Source: an optimization exercise on an open RTL-to-GDS flow (aim: small area). Production flows keep margins and buffers that such runs may drop. In this exercise RTL edits were held to simulation tests only and were not proved equivalent to the original. No driver is modelled on the clock port, so clocking that relies on it looks cheaper here than on a real chip. Power and IR drop assume default switching activity.

// piano_top
module piano_top (
    input  logic       clk,
    input  logic       rst,
    input  logic       sck,
    input  logic       sdi,
    output logic       dclk,
    output logic       data,
    output logic       load,
    output logic       ldac,
    output logic [2:0] voice_active,
    output logic [2:0] voice_done
);
    logic [23:0] notes;
    logic [1:0]  note_count;
    logic [1:0]  note_count_next;
    logic [2:0]  strike;
    logic [14:0] steps;
    logic [2:0]  active_next;
    logic [7:0]  mix;
    logic        capture;
    logic        clear;
    logic        run;
    logic        divide;
    logic        half;
    logic        third;
    logic [4:0]  k;
    spi_frame_rx spi_frame_rx_inst (
        .clk             (clk),
        .rst             (rst),
        .sck             (sck),
        .sdi             (sdi),
        .notes           (notes),
        .note_count      (note_count),
        .note_count_next (note_count_next),
        .strike          (strike)
    );
    for (genvar v = 0; v < 3; v++)
    begin : g_voice
        envelope_gen envelope_gen_inst (
            .clk         (clk),
            .rst         (rst),
            .note        (notes[8*v +: 8]),
            .strike      (strike[v]),
            .step        (steps[5*v +: 5]),
            .active      (voice_active[v]),
            .active_next (active_next[v]),
            .done        (voice_done[v])
        );
    end
    voice_mixer voice_mixer_inst (
        .clk        (clk),
        .rst        (rst),
        .capture    (capture),
        .clear      (clear),
        .run        (run),
        .divide     (divide),
        .half       (half),
        .third      (third),
        .k          (k),
        .notes      (notes),
        .steps      (steps),
        .active     (active_next),
        .note_count (note_count_next),
        .mix        (mix)
    );
    dac_serializer dac_serializer_inst (
        .clk     (clk),
        .rst     (rst),
  ...
export LEC_CHECK = 0
export CAP_MARGIN = 20
export CORE_MARGIN = 2
export CORE_UTILIZATION = 40
export SLEW_MARGIN = 20
create_clock -name core_clock -period 10.0 [get_ports {clk}]
standard.sh (not shown) runs the stock make flow with config.mk's settings and CLKGATE_MAP_FILE= SYNTH_SCRIPT=/design/flow/synth_recipe.tcl, a recipe that flattens the netlist after the stock synthesis.
==> flow/flow/run.sh <==
#!/bin/bash
# Own layout flow: the standard flow (standard.sh) with a clock tree
# without dummy loads, the smallest buffer on each port and ABC's buffers
# removed before placement. Each tool's output goes to a log file here.
set -e
export CTS_ARGS="-sink_clustering_enable -repair_clock_nets -buf_list sky130_fd_sc_hd__clkbuf_8 -dont_use_dummy_load"
export REMOVE_ABC_BUFFERS=1
export BUFFER_PORTS_ARGS="-buffer_cell sky130_fd_sc_hd__buf_1"
bash standard.sh > standard.log 2>&1
Then changed:
==> flow/run.sh (new file) <==
#!/bin/bash
# synth_recipe.tcl (not shown) runs the flow's synth.tcl, then flattens the netlist and writes it again
# the make line also repeats each setting of config.mk as NAME=value (left out here)
make -C /OpenROAD-flow-scripts/flow DESIGN_CONFIG=/design/flow/config.mk WORK_HOME=/design/flow/orfs CLKGATE_MAP_FILE= SYNTH_SCRIPT=/design/flow/synth_recipe.tcl finish
Settings changed: CTS_BUF_LIST from default to sky130_fd_sc_hd__clkbuf_8.
removed: flow/flow/run.sh
removed: flow/standard.sh
Worst hold slack gains 0.0086 ns.
Global-route usage hardly moves.
Cell area goes up by 2.9%.
Non-clock buffer count decreases by 1.
Worst setup slack loses 0.036 ns.
Total power is higher by 12%.
Utilization rose by 1.3 points.
Final cell count goes up by 1.3%.
Then changed:
==> flow/flow/run.sh (new file) <==
#!/bin/bash
# Own layout flow: the standard flow (standard.sh) with a leaner clock
# tree (no dummy loads), small port buffers, ABC's buffers removed and
# power recovery (downsizing of cells off the critical path).
set -e
cp standard.sh standard_sh.txt
export CTS_ARGS="-sink_clustering_enable -repair_clock_nets -buf_list sky130_fd_sc_hd__clkbuf_8 -dont_use_dummy_load"
export RECOVER_POWER=100
export REMOVE_ABC_BUFFERS=1
export BUFFER_PORTS_ARGS="-buffer_cell sky130_fd_sc_hd__buf_1"
bash standard.sh > standard.log 2>&1
==> flow/standard.sh (new file) <==
#!/bin/bash
# synth_recipe.tcl (not shown) runs the flow's synth.tcl, then flattens the netlist and writes it again
# the make line also repeats each setting of config.mk as NAME=value (left out here)
make -C /OpenROAD-flow-scripts/flow DESIGN_CONFIG=/design/flow/config.mk WORK_HOME=/design/flow/orfs CLKGATE_MAP_FILE= SYNTH_SCRIPT=/design/flow/synth_recipe.tcl "${@:-finish}"
Settings changed: ABC_AREA from default to 1, CTS_BUF_LIST sky130_fd_sc_hd__clkbuf_8 to default.
removed: flow/run.sh
After rerunning: This time the run finished but failed the layout checks on max-capacitance violations, max-slew violations. Setup slack gains 0.80 ns. Total power drops by 7.8%. Final cell count went up by about 18%. Global-route usage rises by 0.91 points. Synthesized cell count grows by about 23%. Hold slack degrades by 0.014 ns. Clock-buffer cell count does not change. Area after synthesis went up by 1.6%. Non-clock buffer count goes up by 2. Register-to-register slack gains 0.80 ns.

---

Setup of the baseline:
The RTL this note starts from:
==> flow/design.v <==
package piano_pkg;
    localparam int NUM_VOICES = 3;
    localparam int SAMPLE_W   = 8;
    localparam logic [127:0] ENV_GAIN_TABLE = {
        8'h03, 8'h0D, 8'h1A, 8'h2E, 8'h3F, 8'h51, 8'h53, 8'h69,
        8'h6B, 8'h7A, 8'h7C, 8'h80, 8'h3D, 8'h35, 8'h34, 8'h1C
    };
    localparam logic [10:0] STEP_LAST = 11'h017;
endpackage
module spi_frame_rx (
    input  logic        clk,
    input  logic        rst,
    input  logic        sck,
    input  logic        sdi,
    output logic [23:0] notes,        
    output logic [1:0]  note_count,
    output logic [1:0]  note_count_next,
    output logic [2:0]  strike        
);
    logic [1:0]  sck_sync;
    logic        sdi_sync;
    logic        sck_rise;
    logic [25:0] sh;
    logic [25:0] sh_n;       
    logic        locked;
    logic [4:0]  cnt;        
    logic        frame_end;    
    logic        frame_done;
    logic        match;
    assign sck_rise = sck_sync[0] & ~sck_sync[1];
    assign sh       = ~sh_n;
    assign match    = (cnt >= 5'd5) && (sh[25:15] == '0) && (sh[14:0] == '1) && sdi_sync;
    assign note_count_next = frame_done ? sh[25:24] : note_count;
    always_ff @(posedge clk)
    begin
        sck_sync[0] <= sck & ~rst;
        sck_sync[1] <= sck_sync[0];
        sdi_sync    <= sdi;
    end
    always_ff @(posedge clk)
    begin
        if (rst)
        begin
            sh_n       <= '0;
            locked     <= 1'b0;
            cnt        <= '0;
            frame_end  <= 1'b0;
            frame_done <= 1'b0;
        end
        else
        begin
            frame_done <= frame_end;
            frame_end  <= 1'b0;
            if (sck_rise)
            begin
                sh_n <= ~{sh[24:0], sdi_sync};
                if (!locked)
                begin
                    locked <= match;
                    if (match || sh[25])
                        cnt <= '0;
                    else if (cnt != 5'd5)
                        cnt <= cnt + 1'b1;
                end
                else
                begin
                    cnt        <= cnt + 1'b1;
                    frame_end <= (cnt == 5'd31);
                end
            end
        end
    end
    always_ff @(posedge clk)
    begin
        for (int i = 0; i < 3; i++)
            strike[i] <= frame_done && (sh[8*i +: 8] != notes[8*i +: 8]);
        if (rst)
        begin
            notes      <= '0;
            note_count <= '0;
        end
        else
        begin
            if (frame_done)
            begin
                notes      <= sh[23:0];
                note_count <= sh[25:24];
            end
        end
    end
endmodule
module envelope_gen (
    input  logic       clk,
    input  logic       rst,
    input  logic [7:0] note,
    input  logic       strike,
    output logic [4:0] step,
    output logic       active,
    output logic       active_next,
    output logic       done
);
    logic [10:0] cnt;
    logic        nz;
    logic [4:0]  step_next;
    logic        step_end;
    assign nz       = |note;
    assign step_next = (~nz | strike) ? 5'd0 : (step_end & ~step[4]) ? step + 1'b1 : step;
    assign step_end = (cnt == piano_pkg::STEP_LAST);
    assign done     = step[4];
    assign active_next = ~rst & nz & (strike | (active & ~(step_end & (step[3:0] == 4'hF))));
    always_ff @(posedge clk)
    begin
        active <= active_next;
        if (~nz | strike | step_end)    
            cnt <= '0;
        else
            cnt <= {cnt[9:0], ~(cnt[10] ^ cnt[8])};
        step <= step_next & {~rst, 4'b1111};
    end
endmodule
module voice_mixer (
    input  logic        clk,
    input  logic        rst,
    input  logic        capture,       
    input  logic        clear,         
    input  logic        run,           
    input  logic        divide,        
    input  logic        half,          
    input  logic        third,         
    input  logic [4:0]  k,             
    input  logic [23:0] notes,
    input  logic [14:0] steps,         
    input  logic [2:0]  active,        
    input  logic [1:0]  note_count,    
    output logic [7:0]  mix
);
    logic [25:0] nq;       
    logic [4:0]  sq [3];   
    logic [1:0]  nact;
    logic [9:0]  acc;
    logic [2:0]  in_use;
    logic [4:0]  s;
    logic [2:0]  j;
    logic [7:0]  gain;
    logic [8:0]  term;
    logic        add_div;
    function automatic logic [9:0] add10(input logic [9:0] a, input logic [9:0] b);
        logic c;
        c = 1'b0;
        for (int i = 0; i < 10; i++)
        begin
            add10[i] = a[i] ^ b[i] ^ c;
            c = (a[i] & b[i]) | (a[i] & c) | (b[i] & c);
        end
    endfunction
    assign in_use[0] = note_count != 2'd0;
    assign in_use[1] = note_count[1];
    assign in_use[2] = note_count == 2'd3;
    always_ff @(posedge clk)
    begin
        if (capture)
            nq <= {notes, 2'b00};
        else if (divide)
            nq <= {16'h0000, acc};
        else
            nq <= {1'b0, nq[25:1]};
        for (int v = 0; v < 3; v++)
            if (capture)
                sq[v] <= {~in_use[v] | steps[5*v+4], steps[5*v +: 4]};
        if (rst)
            nact <= '0;
        else if (capture)
            nact <= (in_use[0] & active[0]) + (in_use[1] & active[1]) + (in_use[2] & active[2]);
        if (clear || (divide && nact != 2'd1))
            acc <= '0;
        else
            acc <= add10(acc, {1'b0, term});
    end
    assign j       = k[2:0];
    assign add_div = (half && nact == 2'd2) || (third && nact == 2'd3);
    always_comb
    begin
        case (k[4:3])
            2'd0:    s = sq[0];
            2'd1:    s = sq[1];
            default: s = sq[2];
        endcase
        gain = s[4] ? 8'h00 : piano_pkg::ENV_GAIN_TABLE[8*s[3:0] +: 8];
        for (int i = 0; i < 8; i++)
            term[i] = nq[i] && (add_div || (run && gain[3'd7 - j] && (i < 8 - j)));
        term[8] = nq[8] && add_div;
    end
    assign mix = acc[7:0] | {8{acc[9] | acc[8]}};
endmodule
module dac_serializer (
    input  logic       clk,
    input  logic       rst,
    input  logic [7:0] mix,
    output logic       capture,
    output logic       clear,
    output logic       run,
    output logic       divide,
    output logic       half,
    output logic       third,
    output logic [4:0] k,
    output logic       data,
    output logic       dclk,
    output logic       load,
    output logic       ldac
);
    logic [3:0] b;      
    logic [5:0] p;      
    logic       b_last;
    logic       late;   
    assign b_last = b[3] & b[2] & b[1];
    always_ff @(posedge clk)
    begin
        if (rst)
            b <= 4'd14;
        else if (b_last)
            b <= 4'd0;
        else if (p == 6'd39)
            b <= b + 1'b1;
    end
    always_ff @(posedge clk)
    begin
        if (b_last || p == 6'd39)
            p <= '0;
        else
            p <= p + 1'b1;
    end
    assign capture = ~rst & (b == 4'd13) & (p == 6'd38);
    assign clear   = b_last;
    assign run     = (b == 4'd0) && (p < 6'd24);
    assign k       = p[4:0];
    assign divide  = (b == 4'd0) && (p == 6'd24);
    assign half    = (b == 4'd0) && (p == 6'd26);
    assign third   = (b == 4'd0) && (p == 6'd27 || p == 6'd29 || p == 6'd31 || p == 6'd33);
    assign late = p >= 6'd7;
    assign dclk = (p < 6'd20) & ~(b[3] & b[2]);
    assign load = ~(b == 4'd12);
    assign ldac = ~(b == 4'd13);
    always_comb
    begin
        case (b)
            4'd4:    data = late & mix[7];
            4'd5:    data = late ? mix[6] : mix[7];
            4'd6:    data = late ? mix[5] : mix[6];
            4'd7:    data = late ? mix[4] : mix[5];
            4'd8:    data = late ? mix[3] : mix[4];
            4'd9:    data = late ? mix[2] : mix[3];
            4'd10:   data = late ? mix[1] : mix[2];
            4'd11:   data = late ? mix[0] : mix[1];
            default: data = 1'b0;
        endcase
    end
endmodule
module piano_top (
    input  logic       clk,
    input  logic       rst,
    input  logic       sck,
    input  logic       sdi,
    output logic       dclk,
    output logic       data,
    output logic       load,
    output logic       ldac,
    output logic [2:0] voice_active,
    output logic [2:0] voice_done
);
    logic [23:0] notes;
    logic [1:0]  note_count;
    logic [1:0]  note_count_next;
    logic [2:0]  strike;
    logic [14:0] steps;
    logic [2:0]  active_next;
    logic [7:0]  mix;
    logic        capture;
    logic        clear;
    logic        run;
    logic        divide;
    logic        half;
    logic        third;
    logic [4:0]  k;
    spi_frame_rx spi_frame_rx_inst (
        .clk             (clk),
        .rst             (rst),
        .sck             (sck),
        .sdi             (sdi),
        .notes           (notes),
        .note_count      (note_count),
        .note_count_next (note_count_next),
        .strike          (strike)
    );
    for (genvar v = 0; v < 3; v++)
    begin : g_voice
        envelope_gen envelope_gen_inst (
            .clk         (clk),
            .rst         (rst),
            .note        (notes[8*v +: 8]),
            .strike      (strike[v]),
            .step        (steps[5*v +: 5]),
            .active      (voice_active[v]),
            .active_next (active_next[v]),
            .done        (voice_done[v])
        );
    end
    voice_mixer voice_mixer_inst (
        .clk        (clk),
        .rst        (rst),
        .capture    (capture),
        .clear      (clear),
        .run        (run),
        .divide     (divide),
        .half       (half),
        .third      (third),
        .k          (k),
        .notes      (notes),
        .steps      (steps),
        .active     (active_next),
        .note_count (note_count_next),
        .mix        (mix)
    );
    dac_serializer dac_serializer_inst (
        .clk     (clk),
        .rst     (rst),
        .mix     (mix),
        .capture (capture),
        .clear   (clear),
        .run     (run),
        .divide  (divide),
        .half    (half),
        .third   (third),
        .k       (k),
        .data    (data),
        .dclk    (dclk),
        .load    (load),
        .ldac    (ldac)
    );
endmodule
==> flow/config.mk <==
export PLATFORM = sky130hd
export DESIGN_NAME = piano_top
export DESIGN_NICKNAME = piano_top
export VERILOG_FILES = /design/flow/design.v
export SDC_FILE = /design/flow/constraint.sdc
export NUM_CORES = 4
export LEC_CHECK = 0
export CAP_MARGIN = 20
export CORE_MARGIN = 2
export CORE_UTILIZATION = 80
export PLACE_DENSITY = 0.92
export SLEW_MARGIN = 20
==> flow/constraint.sdc <==
create_clock -name core_clock -period 10.0 [get_ports {clk}]
set_input_delay 2.0000 -clock core_clock [delete_from_list [all_inputs] [get_ports {clk}]]
set_output_delay 2.0000 -clock core_clock [all_outputs]
set_load 0.01 [all_outputs]
==> flow/flow/run.sh <==
#!/bin/bash
# Own layout flow: the standard flow (standard.sh), run in parts, with
# - the standard synthesis, whose combinational logic is then re-mapped for
#   area (flow/reopt.sh); the registers stay as the standard synthesis made
#   them,
# - ABC's buffers removed at floorplan, then every combinational cell put at
#   its smallest drive strength (flow/downsize.tcl); repair_design and
#   repair_timing size up again where needed,
# - the smallest buffer on each port,
# - a clock tree of small buffers without dummy loads, where a leaf buffer
#   whose flip-flops would see a clock slew near the limit is swapped for a
#   larger one (flow/fixclk.tcl).
# Each tool's output goes to a log file here.
set -e
export CTS_ARGS="-sink_clustering_enable -repair_clock_nets -buf_list sky130_fd_sc_hd__clkbuf_4 -dont_use_dummy_load"
export REMOVE_ABC_BUFFERS=1
export BUFFER_PORTS_ARGS="-buffer_cell sky130_fd_sc_hd__buf_1"
RES=$(pwd)/orfs/results/sky130hd/piano_top/base
bash standard.sh synth > standard_synth.log 2>&1
cp $RES/1_2_yosys.v standard_synth_netlist.v
bash flow/reopt.sh standard_synth_netlist.v $RES/1_2_yosys.v > reopt.log 2>&1
bash standard.sh floorplan > standard_floorplan.log 2>&1
RES_DIR=$RES openroad -no_init -exit flow/downsize.tcl > downsize.log 2>&1
bash standard.sh cts > standard_cts.log 2>&1
RES_DIR=$RES openroad -no_init -exit flow/fixclk.tcl > fixclk.log 2>&1
bash standard.sh > standard.log 2>&1
Other scripts of this flow, unchanged in this note and not shown: flow/flow/downsize.tcl, flow/flow/fixclk.tcl, flow/flow/reopt.sh
Relative to the baseline, the following input files were edited for the candidate:
- CORE_UTILIZATION now 70, was 80
- PLACE_DENSITY now 0.85, was 0.92
[summary]
- On total power: between the baseline and the candidate, it ends up lower for the baseline.
- The candidate ends up with lower depth of the most critical reg-to-reg path than the baseline does.
- When the candidate is set beside the baseline, its synthesized cell count turns out to be 6 smaller.
- Worst slack on hold paths: the candidate worse than the baseline

-- port drivers added, routing unchanged --
No port has a modelled driver above. Below, the same layouts with a new extraction and two added sets of constraints. Step 1: set_driving_cell puts a clkbuf_16 on clk and a buf_2 on each other input, an assumption about the parent block. Step 2 also shifts input and output timing later by t, the mid clock arrival at the registers, as if the neighbouring blocks saw the same clock. Slacks: ideal ports / drivers / drivers and shift; pairs: ideal ports / drivers.
| run | t (ns) | setup slack, ns | worst setup path after step 2 |
|---|---|---|---|
| the first run of note 1 | 0.468 | 3.211 / 3.211 / 3.211 | register to register |
| the second run of note 1 | 0.492 | 3.175 / 3.175 / 3.175 | register to register |
| the third run of note 1 | 0.474 | 3.977 / 3.977 / 3.776 | input to register |
| the baseline | 0.559 | 3.928 / 3.928 / 3.928 | register to register |
| the candidate | 0.580 | 4.117 / 4.117 / 4.117 | register to register |
For the third run of note 1, which loses most, drivers alone change the setup slack by 0.000 ns; drivers and shift together by -0.201 ns.
